This is an optimization exercise on Yosys and OpenROAD, whose aim is small area and a short achievable clock period, not a production implementation.
Where RTL was checked, it was by simulation tests only, not by an equivalence proof against the original.
No activity file was given, so power comes from the tool's default toggle rates.

== run G ==
==> module data_mem_ctrl, before the edit <==
module data_mem_ctrl
#(
  parameter int ADDR_W  = 8,
  parameter int LATENCY = 2
) (
  input  logic                   CLK,
  input  logic                   Reset,
  input  logic                   MemReq,
  input  logic                   MemWrite,
  input  logic [ADDR_W-1:0]      Addr,
  input  logic [dmem_pkg::DMEM_DATA_W-1:0] DataIn,
  output logic [dmem_pkg::DMEM_DATA_W-1:0] DataMemOut,
  output logic                   MemBusy,
  output logic                   MemDone
);
  localparam int DW    = dmem_pkg::DMEM_DATA_W;
  localparam int RINGS = 2**ADDR_W / 4;       
  localparam int NTAP  = 2**ADDR_W / 2;       
  localparam int NA    = 3;                   
  localparam int NB    = 4;                   
  if (LATENCY != 2) begin : g_lat_check
    $error("data_mem_ctrl: this implementation supports LATENCY = 2 only");
  end
  logic          busy_q, s0_q, s1_q, done_q;
  logic          busy_out_q;     
  logic          accept;
  logic          write_q;
  logic [ADDR_W-1:0] addr_q;
  logic [DW-1:0] wdata_q;
  logic [DW-1:0] dout_q;
  logic [1:0]    phase_q;
  logic [1:0]    phase_nx;       
  logic          wb_valid_q;
  logic [ADDR_W-1:0] wb_addr_q;
  logic [DW-1:0] wb_data_q;
  logic [NTAP*DW-1:0] taps;      
  assign accept   = ~busy_q & MemReq;
  assign phase_nx = phase_q + 2'd1;
  always_ff @(posedge CLK) begin
    if (Reset) begin
      busy_q     <= 1'b0;
      busy_out_q <= 1'b0;
      s0_q       <= 1'b0;
      s1_q       <= 1'b0;
      done_q     <= 1'b0;
    end else begin
      busy_q     <= accept | s0_q | s1_q;
      busy_out_q <= (MemReq & ~busy_out_q) | s0_q | s1_q;    
      s0_q       <= accept;
      s1_q       <= s0_q;
      done_q     <= s1_q;
    end
  end
  always_ff @(posedge CLK) begin
    if (accept) begin
      write_q <= MemWrite;
      addr_q  <= Addr;
      wdata_q <= DataIn;
    end
  end
  always_ff @(posedge CLK) begin
    phase_q <= phase_nx;
  end
  logic          commit_w;       
  logic          wbv_nx;         
  logic [ADDR_W-1:0] wba_nx;     
  logic          clr_a_nx, clr_b_nx;
  logic [ADDR_W-3:0] clr_ring_nx;
  logic [7:0]    clr_hi_q, clr_lo_q, clr_hi, set_hi_q, set_lo_q;
  logic          clr_a_q;        
  logic          set_q;          
  logic [RINGS-1:0] clr_n, set_n;
  assign commit_w    = s1_q & write_q & ~Reset;
  assign wbv_nx      = commit_w | (wb_valid_q & ~set_q);
  assign wba_nx      = commit_w ? addr_q : wb_addr_q;
  assign clr_a_nx    = s0_q & write_q & ~Reset & (addr_q[1:0] == phase_nx);
  assign clr_b_nx    = wbv_nx & (wba_nx[1:0] == phase_nx);
  assign clr_ring_nx = clr_a_nx ? addr_q[ADDR_W-1:2] : wba_nx[ADDR_W-1:2];
  always_ff @(posedge CLK) begin
    for (int x = 0; x < 8; x++) begin
      clr_hi_q[x] <= (clr_a_nx | clr_b_nx) & (clr_ring_nx[5:3] == 3'(x));
      clr_lo_q[x] <= (clr_ring_nx[2:0] == 3'(x));
    end
    clr_a_q  <= clr_a_nx;
    set_hi_q <= clr_hi;
    set_lo_q <= clr_lo_q;
    set_q    <= |clr_hi;
  end
  assign clr_hi = clr_hi_q & {8{~(clr_a_q & Reset)}};
  always_comb begin
    for (int k = 0; k < RINGS; k++) begin
      clr_n[k] = ~(clr_hi[k/8] & clr_lo_q[k%8]);
      set_n[k] = ~(set_hi_q[k/8] & set_lo_q[k%8]);
    end
  end
  always_ff @(posedge CLK) begin
    if (commit_w) begin
      wb_valid_q <= 1'b1;
      wb_addr_q  <= addr_q;
      wb_data_q  <= wdata_q;
    end else if (set_q) begin
      wb_valid_q <= 1'b0;
    end
  end
  dmem_ram #(.ADDR_W(ADDR_W)) u_ram (
    .clk      (CLK),
    .clr_n_i  (clr_n),
    .set_n_i  (set_n),
    .wdata_n_i(~wb_data_q),
    .taps_o   (taps)
  );
  logic [ADDR_W-1:0] la_nx;      
  logic [2**NA-1:0]  pa_q;
  logic [2**NB-1:0]  pb_q;
  logic [NTAP-1:0]   sline;      
  logic [DW-1:0]     rd_now;     
  logic [DW-1:0]     part_q;     
  logic              late;       
  logic              fwd;        
  logic              ld1;        
  assign la_nx = busy_q ? addr_q : Addr;
  always_ff @(posedge CLK) begin
    for (int i = 0; i < 2**NA; i++) pa_q[i] <= (la_nx[7:5] == NA'(i));
    for (int i = 0; i < 2**NB; i++) pb_q[i] <= ({la_nx[4:2], la_nx[1] ^ phase_nx[1]} == NB'(i));
  end
  always_comb begin
    for (int i = 0; i < NTAP; i++) sline[i] = pa_q[i / 2**NB] & pb_q[i % 2**NB];
  end
  logic [DW-1:0]     rd_lo, rd_hi;  
  for (genvar b = 0; b < DW; b++) begin : g_bit
    logic [NTAP-1:0] d;
    for (genvar i = 0; i < NTAP; i++) begin : g_tap
      assign d[i] = taps[i*DW + b];
    end
    dmem_rd_or64 u_lo (.sel_i(sline[NTAP/2-1:0]),    .d_i(d[NTAP/2-1:0]),    .y_o(rd_lo[b]));
    dmem_rd_or64 u_hi (.sel_i(sline[NTAP-1:NTAP/2]), .d_i(d[NTAP-1:NTAP/2]), .y_o(rd_hi[b]));
  end
  assign rd_now = rd_lo | rd_hi;
  always_ff @(posedge CLK) begin
    part_q <= rd_now;
  end
  assign late = addr_q[0] ^ phase_q[0];
  assign fwd  = wb_valid_q & (wb_addr_q == addr_q);
  assign ld1  = s1_q & ~write_q;
  logic          take_now;       
  logic [DW-1:0] dout_other;     
  assign take_now   = ~Reset & ld1 & ~fwd & ~late;
  assign dout_other = Reset ? '0
                    : ~ld1  ? dout_q
                    : fwd   ? wb_data_q
                    : late  ? part_q
                    :         '0;
  for (genvar b = 0; b < DW; b++) begin : g_dout
    logic d;
    dmem_a221o u_sel (.a1(rd_lo[b]), .a2(take_now), .b1(rd_hi[b]), .b2(take_now), .c1(dout_other[b]), .x(d));
    always_ff @(posedge CLK) dout_q[b] <= d;
  end
  assign DataMemOut = dout_q;
  assign MemBusy    = busy_out_q;
  assign MemDone    = done_q;
endmodule
Settings: LEC_CHECK=0, CAP_MARGIN=50, CORE_MARGIN=2, CORE_UTILIZATION=75, CTS_CLUSTER_DIAMETER=60, CTS_CLUSTER_SIZE=30, PLACE_DENSITY=0.75, SETUP_SLACK_MARGIN=1.7, SLEW_MARGIN=70, SYNTH_HIERARCHICAL=1, SYNTH_MINIMUM_KEEP_SIZE=0; clock period 4.0 ns.
standard.sh (not shown) runs the stock make flow with config.mk's settings and CLKGATE_MAP_FILE= SYNTH_SCRIPT=/design/flow/synth_recipe.tcl, a recipe that flattens the netlist after the stock synthesis.
==> flow/flow/run.sh <==
#!/bin/bash
# Own flow: the standard synthesis unchanged, then the standard layout steps
# with the delay cells (dlygate*, clkdlybuf*) added to the don't-use list so
# that the resizer does not pick them as port or signal buffers.
set -euo pipefail
PLATFORM_DONT_USE="sky130_fd_sc_hd__probe_p_8 sky130_fd_sc_hd__probec_p_8 sky130_fd_sc_hd__lpflow_bleeder_1 sky130_fd_sc_hd__lpflow_clkbufkapwr_1 sky130_fd_sc_hd__lpflow_clkbufkapwr_16 sky130_fd_sc_hd__lpflow_clkbufkapwr_2 sky130_fd_sc_hd__lpflow_clkbufkapwr_4 sky130_fd_sc_hd__lpflow_clkbufkapwr_8 sky130_fd_sc_hd__lpflow_clkinvkapwr_1 sky130_fd_sc_hd__lpflow_clkinvkapwr_16 sky130_fd_sc_hd__lpflow_clkinvkapwr_2 sky130_fd_sc_hd__lpflow_clkinvkapwr_4 sky130_fd_sc_hd__lpflow_clkinvkapwr_8 sky130_fd_sc_hd__lpflow_decapkapwr_12 sky130_fd_sc_hd__lpflow_decapkapwr_3 sky130_fd_sc_hd__lpflow_decapkapwr_4 sky130_fd_sc_hd__lpflow_decapkapwr_6 sky130_fd_sc_hd__lpflow_decapkapwr_8 sky130_fd_sc_hd__lpflow_inputiso0n_1 sky130_fd_sc_hd__lpflow_inputiso0p_1 sky130_fd_sc_hd__lpflow_inputiso1n_1 sky130_fd_sc_hd__lpflow_inputiso1p_1 sky130_fd_sc_hd__lpflow_inputisolatch_1 sky130_fd_sc_hd__lpflow_isobufsrc_1 sky130_fd_sc_hd__lpflow_isobufsrc_16 sky130_fd_sc_hd__lpflow_isobufsrc_2 sky130_fd_sc_hd__lpflow_isobufsrc_4 sky130_fd_sc_hd__lpflow_isobufsrc_8 sky130_fd_sc_hd__lpflow_isobufsrckapwr_16 sky130_fd_sc_hd__lpflow_lsbuf_lh_hl_isowell_tap_1 sky130_fd_sc_hd__lpflow_lsbuf_lh_hl_isowell_tap_2 sky130_fd_sc_hd__lpflow_lsbuf_lh_hl_isowell_tap_4 sky130_fd_sc_hd__lpflow_lsbuf_lh_isowell_4 sky130_fd_sc_hd__lpflow_lsbuf_lh_isowell_tap_1 sky130_fd_sc_hd__lpflow_lsbuf_lh_isowell_tap_2 sky130_fd_sc_hd__lpflow_lsbuf_lh_isowell_tap_4 "
EXTRA_DONT_USE="sky130_fd_sc_hd__dlygate4sd1_1 sky130_fd_sc_hd__dlygate4sd2_1 sky130_fd_sc_hd__dlygate4sd3_1 sky130_fd_sc_hd__dlymetal6s2s_1 sky130_fd_sc_hd__dlymetal6s4s_1 sky130_fd_sc_hd__dlymetal6s6s_1 sky130_fd_sc_hd__clkdlybuf4s15_1 sky130_fd_sc_hd__clkdlybuf4s15_2 sky130_fd_sc_hd__clkdlybuf4s18_1 sky130_fd_sc_hd__clkdlybuf4s18_2 sky130_fd_sc_hd__clkdlybuf4s25_1 sky130_fd_sc_hd__clkdlybuf4s25_2 sky130_fd_sc_hd__clkdlybuf4s50_1 sky130_fd_sc_hd__clkdlybuf4s50_2"
bash standard.sh synth > synth.log 2>&1
bash standard.sh "DONT_USE_CELLS=$PLATFORM_DONT_USE $EXTRA_DONT_USE" finish > layout.log 2>&1
Run G closes out successfully: all stages finished, all timing, DRC and antenna checks passed.
For run M, these inputs were changed with respect to run G:
diff --git a/flow/design.v b/flow/design.v
--- a/flow/design.v
+++ b/flow/design.v
@@ -61,10 +61,8 @@
 );
   localparam int DW    = dmem_pkg::DMEM_DATA_W;
   localparam int RINGS = 2**ADDR_W / 4;       
   localparam int NTAP  = 2**ADDR_W / 2;       
-  localparam int NA    = 3;                   
-  localparam int NB    = 4;                   
   if (LATENCY != 2) begin : g_lat_check
     $error("data_mem_ctrl: this implementation supports LATENCY = 2 only");
   end
   logic          busy_q, s0_q, s1_q, done_q;
@@ -155,24 +153,22 @@
     .wdata_n_i(~wb_data_q),
     .taps_o   (taps)
   );
   logic [ADDR_W-1:0] la_nx;      
-  logic [2**NA-1:0]  pa_q;
-  logic [2**NB-1:0]  pb_q;
-  logic [NTAP-1:0]   sline;      
+  logic              lt_nx;      
+  logic [NTAP-1:0]   sline_q;    
+  logic [NTAP-1:0]   sline;
   logic [DW-1:0]     rd_now;     
   logic [DW-1:0]     part_q;     
   logic              late;       
   logic              fwd;        
   logic              ld1;        
   assign la_nx = busy_q ? addr_q : Addr;
-  always_ff @(posedge CLK) begin
-    for (int i = 0; i < 2**NA; i++) pa_q[i] <= (la_nx[7:5] == NA'(i));
-    for (int i = 0; i < 2**NB; i++) pb_q[i] <= ({la_nx[4:2], la_nx[1] ^ phase_nx[1]} == NB'(i));
-  end
-  always_comb begin
-    for (int i = 0; i < NTAP; i++) sline[i] = pa_q[i / 2**NB] & pb_q[i % 2**NB];
-  end
+  assign lt_nx = la_nx[1] ^ phase_nx[1];
+  always_ff @(posedge CLK) begin
+    for (int i = 0; i < NTAP; i++) sline_q[i] <= ({la_nx[ADDR_W-1:2], lt_nx} == (ADDR_W-1)'(i));
+  end
+  assign sline = sline_q;
   logic [DW-1:0]     rd_lo, rd_hi;  
   for (genvar b = 0; b < DW; b++) begin : g_bit
     logic [NTAP-1:0] d;
     for (genvar i = 0; i < NTAP; i++) begin : g_tap
[summary]
Run M completed; timing, DRC and antenna clean
[compare] base=run G new=run M: non-clock buffer count rose 6.3%, power picked up an extra about 6%.
Any difference in portion of netlist area occupied by mux cells between run M and run G is small enough to ignore.
Taking run G as the reference point, the initial antenna violation count of run M falls by 13.
Run comparison: run M cell at the slowest stage of the critical path sky130_fd_sc_hd__dfxtp_1; run G cell at the slowest stage of the critical path sky130_fd_sc_hd__dfxtp_4
[run M] part of the cycle the worst path needs fell 2.4 points relative to run G


data_mem_ctrl, a different RTL version from the one above (not shown whole).
Size: roughly 4600 cells after synthesis, about 2300 flip-flops, roughly 30 I/O pins, about 59000 um^2 of cells after synthesis.
==> module data_mem_ctrl, before the edit <==
module data_mem_ctrl
#(
  parameter int ADDR_W  = 8,
  parameter int LATENCY = 2
) (
  input  logic                   CLK,
  input  logic                   Reset,
  input  logic                   MemReq,
  input  logic                   MemWrite,
  input  logic [ADDR_W-1:0]      Addr,
  input  logic [dmem_pkg::DMEM_DATA_W-1:0] DataIn,
  output logic [dmem_pkg::DMEM_DATA_W-1:0] DataMemOut,
  output logic                   MemBusy,
  output logic                   MemDone
);
  localparam int DW    = dmem_pkg::DMEM_DATA_W;
  localparam int RINGS = 2**ADDR_W / 4;       
  localparam int NTAP  = 2**ADDR_W / 2;       
  if (LATENCY != 2) begin : g_lat_check
    $error("data_mem_ctrl: this implementation supports LATENCY = 2 only");
  end
  logic          busy_q, s0_q, s1_q, done_q;
  logic          busy_out_q;     
  logic          busy_la_q;      
  logic          accept;
  logic          write_q;
  logic [ADDR_W-1:0] addr_q;
  logic [DW-1:0] wdata_q;
  logic [DW-1:0] dout_q;
  logic [1:0]    phase_q;
  logic [1:0]    phase_nx;       
  logic          wb_valid_q;
  logic [ADDR_W-1:0] wb_addr_q;
  logic [1:0][DW-1:0] wb_data_n;    
  logic [NTAP*DW-1:0] taps;      
  assign accept   = ~busy_q & MemReq;
  assign phase_nx = phase_q + 2'd1;
  always_ff @(posedge CLK) begin
    if (Reset) begin
      busy_q     <= 1'b0;
      busy_out_q <= 1'b0;
      busy_la_q  <= 1'b0;
      s0_q       <= 1'b0;
      s1_q       <= 1'b0;
      done_q     <= 1'b0;
    end else begin
      busy_q     <= accept | s0_q | s1_q;
      busy_out_q <= (MemReq & ~busy_out_q) | s0_q | s1_q;    
      busy_la_q  <= (MemReq & ~busy_la_q) | s0_q | s1_q;     
      s0_q       <= accept;
      s1_q       <= s0_q;
      done_q     <= s1_q;
    end
  end
  always_ff @(posedge CLK) begin
    if (accept) begin
      write_q <= MemWrite;
      addr_q  <= Addr;
      wdata_q <= DataIn;
    end
  end
  always_ff @(posedge CLK) begin
    phase_q <= phase_nx;
  end
  logic          commit_w;       
  logic          wbv_nx;         
  logic [ADDR_W-1:0] wba_nx;     
  logic          clr_a_nx, clr_b_nx;
  logic [ADDR_W-3:0] clr_ring_nx;
  logic [7:0]    clr_hi_q, clr_lo_q, clr_hi, set_hi_q, set_lo_q;
  logic          clr_a_q;        
  logic          set_q;          
  logic [RINGS-1:0] clr_n, set_n;
  assign commit_w    = s1_q & write_q & ~Reset;
  assign wbv_nx      = commit_w | (wb_valid_q & ~set_q);
  assign wba_nx      = commit_w ? addr_q : wb_addr_q;
  assign clr_a_nx    = s0_q & write_q & ~Reset & (addr_q[1:0] == phase_nx);
  assign clr_b_nx    = wbv_nx & (wba_nx[1:0] == phase_nx);
  assign clr_ring_nx = clr_a_nx ? addr_q[ADDR_W-1:2] : wba_nx[ADDR_W-1:2];
  always_ff @(posedge CLK) begin
    for (int x = 0; x < 8; x++) begin
      clr_hi_q[x] <= (clr_a_nx | clr_b_nx) & (clr_ring_nx[5:3] == 3'(x));
      clr_lo_q[x] <= (clr_ring_nx[2:0] == 3'(x));
    end
    clr_a_q  <= clr_a_nx;
    set_hi_q <= clr_hi;
    set_lo_q <= clr_lo_q;
    set_q    <= |clr_hi;
  end
  assign clr_hi = clr_hi_q & {8{~(clr_a_q & Reset)}};
  always_comb begin
    for (int k = 0; k < RINGS; k++) begin
      clr_n[k] = ~(clr_hi[k/8] & clr_lo_q[k%8]);
      set_n[k] = ~(set_hi_q[k/8] & set_lo_q[k%8]);
    end
  end
  always_ff @(posedge CLK) begin
    if (commit_w) begin
      wb_valid_q <= 1'b1;
      wb_addr_q  <= addr_q;
    end else if (set_q) begin
      wb_valid_q <= 1'b0;
    end
  end
  for (genvar h = 0; h < 2; h++) begin : g_wbd
    dmem_reg8 u_wbd (.clk(CLK), .en_i(commit_w), .d_i(~wdata_q), .q_o(wb_data_n[h]));
  end
  dmem_ram #(.ADDR_W(ADDR_W)) u_ram (
    .clk      (CLK),
    .clr_n_i  (clr_n),
    .set_n_i  (set_n),
    .wdata_n_i(wb_data_n),
    .taps_o   (taps)
  );
  logic [ADDR_W-1:0] la_nx;      
  logic              lt_nx;      
  logic [NTAP-1:0]   sline_q;    
  logic [NTAP-1:0]   sline;
  logic [DW-1:0]     rd_now;     
  logic [DW-1:0]     part_q;     
  logic              late;       
  logic              fwd;        
  logic              ld1;        
  assign la_nx = busy_la_q ? addr_q : Addr;
  assign lt_nx = la_nx[1] ^ phase_nx[1];
  always_ff @(posedge CLK) begin
    for (int i = 0; i < NTAP; i++) sline_q[i] <= ({la_nx[ADDR_W-1:2], lt_nx} == (ADDR_W-1)'(i));
  end
  assign sline = sline_q;
  logic [DW-1:0]     rd_lo, rd_hi;  
  for (genvar b = 0; b < DW; b++) begin : g_bit
    logic [NTAP-1:0] d;
    for (genvar i = 0; i < NTAP; i++) begin : g_tap
      assign d[i] = taps[i*DW + b];
    end
    dmem_rd_or64 u_lo (.sel_i(sline[NTAP/2-1:0]),    .d_i(d[NTAP/2-1:0]),    .y_o(rd_lo[b]));
    dmem_rd_or64 u_hi (.sel_i(sline[NTAP-1:NTAP/2]), .d_i(d[NTAP-1:NTAP/2]), .y_o(rd_hi[b]));
  end
  assign rd_now = rd_lo | rd_hi;
  always_ff @(posedge CLK) begin
    part_q <= rd_now;
  end
  assign late = addr_q[0] ^ phase_q[0];
  assign fwd  = wb_valid_q & (wb_addr_q == addr_q);
  assign ld1  = s1_q & ~write_q;
  logic          take_now;       
  logic [DW-1:0] dout_other;     
  assign take_now   = ~Reset & ld1 & ~fwd & ~late;
  assign dout_other = Reset ? '0
                    : ~ld1  ? dout_q
                    : fwd   ? ~wb_data_n[0]
                    : late  ? part_q
                    :         '0;
  logic [DW-1:0] dout_d;
  logic [DW-1:0] dout_out;       
  for (genvar b = 0; b < DW; b++) begin : g_dout
    dmem_a221o u_sel (.a1(rd_lo[b]), .a2(take_now), .b1(rd_hi[b]), .b2(take_now), .c1(dout_other[b]), .x(dout_d[b]));
  end
  always_ff @(posedge CLK) dout_q <= dout_d;
  dmem_reg8 u_dout_out (.clk(CLK), .en_i(1'b1), .d_i(dout_d), .q_o(dout_out));
  assign DataMemOut = dout_out;
  assign MemBusy    = busy_out_q;
  assign MemDone    = done_q;
endmodule
==> flow/config.mk <==
export PLATFORM = sky130hd
export DESIGN_NAME = data_mem_ctrl
export DESIGN_NICKNAME = data_mem_ctrl
export VERILOG_FILES = /design/flow/design.v
export SDC_FILE = /design/flow/constraint.sdc
export NUM_CORES = 4
export LEC_CHECK = 0
export CAP_MARGIN = 50
export CORE_MARGIN = 2
export CORE_UTILIZATION = 75
export CTS_CLUSTER_DIAMETER = 60
export CTS_CLUSTER_SIZE = 30
export PLACE_DENSITY = 0.75
export SETUP_SLACK_MARGIN = 1.7
export SLEW_MARGIN = 70
export SYNTH_HIERARCHICAL = 1
export SYNTH_MINIMUM_KEEP_SIZE = 0
==> flow/constraint.sdc <==
create_clock -name core_clock -period 4.0 [get_ports {CLK}]
set_input_delay 0.8000 -clock core_clock [delete_from_list [all_inputs] [get_ports {CLK}]]
set_output_delay 0.8000 -clock core_clock [all_outputs]
set_load 0.01 [all_outputs]
Scripts as last shown in full above: flow/flow/run.sh
Edit:
--- a/flow/design.v
+++ b/flow/design.v
@@ -202,9 +202,9 @@
   for (genvar b = 0; b < DW; b++) begin : g_dout
     dmem_a221o u_sel (.a1(rd_lo[b]), .a2(take_now), .b1(rd_hi[b]), .b2(take_now), .c1(dout_other[b]), .x(dout_d[b]));
   end
   always_ff @(posedge CLK) dout_q <= dout_d;
-  dmem_reg8 u_dout_out (.clk(CLK), .en_i(1'b1), .d_i(dout_d), .q_o(dout_out));
+  dmem_dff8 u_dout_out (.clk(CLK), .d_i(dout_d), .q_o(dout_out));
   assign DataMemOut = dout_out;
   assign MemBusy    = busy_out_q;
   assign MemDone    = done_q;
 endmodule
@@ -257,4 +257,11 @@
   always_ff @(posedge clk) begin
     if (en_i) q_o <= d_i;
   end
 endmodule
+module dmem_dff8 (
+  input  logic       clk,
+  input  logic [7:0] d_i,
+  output logic [7:0] q_o
+);
+  always_ff @(posedge clk) q_o <= d_i;
+endmodule
Sequential cell count does not change.
Maximum frequency increases by 1.1%.
Non-clock buffer count is higher by 19.
Design area is lower by 0.70%.
Critical path depth does not change.
Worst setup slack gets better by 26 ps.
Via count rises by 0.50%.
Hold slack is worse by 4.5 ps.
Total power decreases by 2.4%.
Synthesized area barely changes.
Clock skew went up by 14 ps.
Utilization decreases by 0.58 points.
No run of this note included a check of the RTL's function; only the layout flow was run.

what the ideal ports hide:
No port has a modelled driver above. Below, the same layouts with a new extraction and two added sets of constraints.
Step 1, drivers: a clkbuf_16 drives CLK and a buf_2 each remaining input, both assumed.
Step 2 times the ports against the registers' clock, not the clock port: input delays grow and output delays shrink by t, the midpoint of the rising clock arrivals with the driver on.
Three values: no drivers, after step 1, after step 2; two values: the first two.
| run | t (ns) | setup slack, ns | slew at the worst register clock pin (ns) | worst slew at a driven data input, ns |
|---|---|---|---|---|
| run G | 0.749 | 1.665 / 1.665 / 1.179 | 0.11 / 0.11 | 0.15 |
| run M | 0.759 | 1.763 / 1.690 / 1.416 | 0.11 / 0.11 | 0.14 |
| the first run of note 2 | 0.768 | 1.632 / 1.632 / 1.198 | 0.11 / 0.11 | 0.09 |
| the second run of note 2 | 0.763 | 1.658 / 1.658 / 1.109 | 0.11 / 0.11 | 0.14 |
After both steps every run listed still meets setup and hold. For the second run of note 2, which loses most, drivers alone change the setup slack by 0.000 ns; drivers and shift together by -0.549 ns.
